This is an optimization exercise on Yosys and OpenROAD, whose aim is small area and a short achievable clock period, not a production implementation. RTL that was checked went through simulation tests only; none was proved equivalent to the original. Power is estimated from default activity; no workload was simulated.

build 18:
Design fmul_pipe, start of the top module:
module fmul_pipe (
   input  wire        clk,
   input  wire        rst_n,
   input  wire        in_valid,
   input  wire [31:0] a,
   input  wire [31:0] b,
   output reg         out_valid,
   output reg  [31:0] y,
   output reg         ovf
);
Size: ~3,300 cells after synthesis, about 29,000 um2 of cells after synthesis.
==> module fmul_pipe, before the edit <==
module fmul_pipe (
   input  wire        clk,
   input  wire        rst_n,
   input  wire        in_valid,
   input  wire [31:0] a,
   input  wire [31:0] b,
   output reg         out_valid,
   output reg  [31:0] y,
   output reg         ovf
);
   wire [23:0] u_ma;
   wire [12:0] u_one;
   wire [11:0] u_two, u_neg;
   wire [7:0]  u_ea_e, u_eb_e;
   wire [4:0]  u_lz;
   wire        u_sign, u_special, u_quiet, u_zero;
   fmul_unpack u_unpack (
      .a(a), .b(b),
      .ma(u_ma), .b_one(u_one), .b_two(u_two), .b_neg(u_neg),
      .ea_e(u_ea_e), .eb_e(u_eb_e), .lz(u_lz),
      .sign(u_sign), .special(u_special), .quiet(u_quiet), .zero(u_zero)
   );
   reg         s1_valid;
   reg  [23:0] s1_ma;
   reg  [23:0] s1_ma_n;          
   reg  [12:0] s1_one;
   reg  [11:0] s1_two, s1_neg;
   reg  [12:0] s1_one_n;         
   reg  [11:0] s1_two_n, s1_neg_n;
   reg  [7:0]  s1_ea_e, s1_eb_e;
   reg  [4:0]  s1_lz;
   reg         s1_sign, s1_special, s1_quiet, s1_zero;
   always @(posedge clk or negedge rst_n)
      if (!rst_n) s1_valid <= 1'b0;
      else        s1_valid <= in_valid;
   always @(posedge clk) begin
      s1_ma      <= u_ma;
      s1_ma_n    <= ~u_ma;
      s1_one     <= u_one;
      s1_two     <= u_two;
      s1_neg     <= u_neg;
      s1_one_n   <= ~u_one;
      s1_two_n   <= ~u_two;
      s1_neg_n   <= ~u_neg;
      s1_ea_e    <= u_ea_e;
      s1_eb_e    <= u_eb_e;
      s1_lz      <= u_lz;
      s1_sign    <= u_sign;
      s1_special <= u_special;
      s1_quiet   <= u_quiet;
      s1_zero    <= u_zero;
   end
   wire [47:0] m_r0, m_r1, m_r2;
   wire        p_normal, p_sh_out;
   wire [5:0]  p_sh;
   wire [7:0]  p_ebase;
   wire [3:0]  p_ge;
   fmul_mant_mult u_mult (
      .a(s1_ma), .a_n(s1_ma_n), .one(s1_one), .two(s1_two), .neg(s1_neg),
      .one_n(s1_one_n), .two_n(s1_two_n), .neg_n(s1_neg_n),
      .r0(m_r0), .r1(m_r1), .r2(m_r2)
   );
   fmul_norm_plan u_plan (
      .ea_e(s1_ea_e), .eb_e(s1_eb_e), .lz(s1_lz), .special(s1_special), .zero(s1_zero),
      .normal(p_normal), .sh(p_sh), .sh_out(p_sh_out), .ebase(p_ebase), .ge(p_ge)
   );
   reg         s2_valid;
   reg  [47:0] s2_r0, s2_r1, s2_r2;
   reg         s2_normal, s2_sh_out;
   reg  [5:0]  s2_sh;
   reg  [7:0]  s2_ebase;
   reg  [3:0]  s2_ge;
   reg         s2_sign, s2_special, s2_quiet;
   always @(posedge clk or negedge rst_n)
      if (!rst_n) s2_valid <= 1'b0;
      else        s2_valid <= s1_valid;
   always @(posedge clk) begin
      s2_r0      <= m_r0;
      s2_r1      <= m_r1;
      s2_r2      <= m_r2;
      s2_normal  <= p_normal;
      s2_sh      <= p_sh;
      s2_sh_out  <= p_sh_out;
      s2_ebase   <= p_ebase;
      s2_ge      <= p_ge;
      s2_sign    <= s1_sign;
      s2_special <= s1_special;
      s2_quiet   <= s1_quiet;
   end
   wire [47:0] a_p;
   fmul_sum u_sum (.r0(s2_r0), .r1(s2_r1), .r2(s2_r2), .p(a_p));
   reg         s3_valid;
   reg  [47:0] s3_p;
   reg         s3_normal, s3_sh_out;
   reg  [5:0]  s3_sh;
   reg  [7:0]  s3_ebase;
   reg  [3:0]  s3_ge;
   reg         s3_sign, s3_special, s3_quiet;
   always @(posedge clk or negedge rst_n)
      if (!rst_n) s3_valid <= 1'b0;
      else        s3_valid <= s2_valid;
   always @(posedge clk) begin
      s3_p       <= a_p;
      s3_normal  <= s2_normal;
      s3_sh      <= s2_sh;
      s3_sh_out  <= s2_sh_out;
      s3_ebase   <= s2_ebase;
      s3_ge      <= s2_ge;
      s3_sign    <= s2_sign;
      s3_special <= s2_special;
      s3_quiet   <= s2_quiet;
   end
   wire [24:0] n_mant;
   wire        n_up;
   fmul_normalize u_norm (
      .p(s3_p), .normal(s3_normal), .sh(s3_sh), .sh_out(s3_sh_out),
      .mant(n_mant), .up(n_up)
   );
   reg         s4_valid;
   reg  [24:0] s4_mant;
   reg         s4_up;
   reg  [7:0]  s4_ebase;
   reg  [3:0]  s4_ge;
   reg         s4_sign, s4_special, s4_quiet;
   always @(posedge clk or negedge rst_n)
      if (!rst_n) s4_valid <= 1'b0;
      else        s4_valid <= s3_valid;
   always @(posedge clk) begin
      s4_mant    <= n_mant;
      s4_up      <= n_up;
      s4_ebase   <= s3_ebase;
      s4_ge      <= s3_ge;
      s4_sign    <= s3_sign;
      s4_special <= s3_special;
      s4_quiet   <= s3_quiet;
   end
   wire [31:0] r_y;
   wire        r_ovf;
   fmul_round_pack u_round (
      .mant(s4_mant), .up(s4_up), .ebase(s4_ebase), .ge(s4_ge),
      .sign(s4_sign), .special(s4_special), .quiet(s4_quiet),
      .y(r_y), .ovf(r_ovf)
   );
   always @(posedge clk or negedge rst_n)
      if (!rst_n) begin
         out_valid <= 1'b0;
         ovf       <= 1'b0;
      end else begin
         out_valid <= s4_valid;
         ovf       <= s4_valid & r_ovf;
      end
   always @(posedge clk)
      y <= r_y;
endmodule
==> flow/config.mk <==
export PLATFORM = sky130hd
export DESIGN_NAME = fmul_pipe
export DESIGN_NICKNAME = fmul_pipe
export VERILOG_FILES = /design/flow/design.v
export SDC_FILE = /design/flow/constraint.sdc
export NUM_CORES = 4
export LEC_CHECK = 0
export ABC_AREA = 1
export CAP_MARGIN = 20
export CORE_MARGIN = 2
export CORE_UTILIZATION = 60
export SLEW_MARGIN = 20
==> flow/constraint.sdc <==
create_clock -name core_clock -period 7.5 [get_ports {clk}]
set_input_delay 1.5000 -clock core_clock [delete_from_list [all_inputs] [get_ports {clk}]]
set_output_delay 1.5000 -clock core_clock [all_outputs]
set_load 0.01 [all_outputs]
run.sh (not shown) runs the stock make flow with config.mk's settings and CLKGATE_MAP_FILE= SYNTH_SCRIPT=/design/flow/synth_recipe.tcl, a recipe that flattens the netlist after the stock synthesis.
What build 15 does differently from build 18 at the input level:
--- a/flow/design.v
+++ b/flow/design.v
@@ -2431,40 +2431,22 @@
    fmul_normalize u_norm (
       .p(s3_p), .normal(s3_normal), .sh(s3_sh), .sh_out(s3_sh_out),
       .mant(n_mant), .up(n_up)
    );
-   reg         s4_valid;
-   reg  [24:0] s4_mant;
-   reg         s4_up;
-   reg  [7:0]  s4_ebase;
-   reg  [3:0]  s4_ge;
-   reg         s4_sign, s4_special, s4_quiet;
-   always @(posedge clk or negedge rst_n)
-      if (!rst_n) s4_valid <= 1'b0;
-      else        s4_valid <= s3_valid;
-   always @(posedge clk) begin
-      s4_mant    <= n_mant;
-      s4_up      <= n_up;
-      s4_ebase   <= s3_ebase;
-      s4_ge      <= s3_ge;
-      s4_sign    <= s3_sign;
-      s4_special <= s3_special;
-      s4_quiet   <= s3_quiet;
-   end
    wire [31:0] r_y;
    wire        r_ovf;
    fmul_round_pack u_round (
-      .mant(s4_mant), .up(s4_up), .ebase(s4_ebase), .ge(s4_ge),
-      .sign(s4_sign), .special(s4_special), .quiet(s4_quiet),
+      .mant(n_mant), .up(n_up), .ebase(s3_ebase), .ge(s3_ge),
+      .sign(s3_sign), .special(s3_special), .quiet(s3_quiet),
       .y(r_y), .ovf(r_ovf)
    );
    always @(posedge clk or negedge rst_n)
       if (!rst_n) begin
          out_valid <= 1'b0;
          ovf       <= 1'b0;
       end else begin
-         out_valid <= s4_valid;
-         ovf       <= s4_valid & r_ovf;
+         out_valid <= s3_valid;
+         ovf       <= s3_valid & r_ovf;
       end
    always @(posedge clk)
       y <= r_y;
 endmodule
Findings:
- Power share of the combinational group: higher on build 15
- Build 15: done, clean on timing, DRC and antenna
- Higher wire length on met1 among build 15 and build 18: build 15
- | internal power component | build 15 vs build 18 | better |
- Build 15: initial core utilization is 0.27 points lower than what build 18 reported.
- In the tables for build 15 and build 18, total global routing track utilization reads higher with build 15.
- Build 15 ended with less wire length per cell after detailed routing than build 18.
- Between build 18 and build 15, the flow reports number of storage elements in the synthesis netlist decreasing by a little under 10%.
The RTL of build 18 was laid out without a check of its function.

[what the ideal ports hide]
How much do the figures lean on ideal ports? The routed layouts below were timed once more, with nothing changed but the port constraints. Step 1 sets driving cells, clkbuf_16 on the clock port and buf_2 on the other inputs (assumed; they add their load-dependent delay and slew). Step 2 also shifts input and output timing later by t, the mid clock arrival at the registers, as if the neighbouring blocks saw the same clock. Three values: ideal, step 1, step 2; two values: the first two.
run | t (ns) | slack for setup (ns) | worst setup path at the end | worst data-port slew with drivers (ns) | pins driven straight from the clock port
build 18 | 0.650 | 3.445 / 3.454 / 2.827 | input to register | 0.05 | 1
build 15 | 0.638 | 2.552 / 2.552 / 2.552 | register to register | 0.04 | 1
After both steps every run listed still meets setup and hold. The setup slack of build 18, which loses most, moves by +0.009 ns with the drivers and by -0.618 ns with both steps.
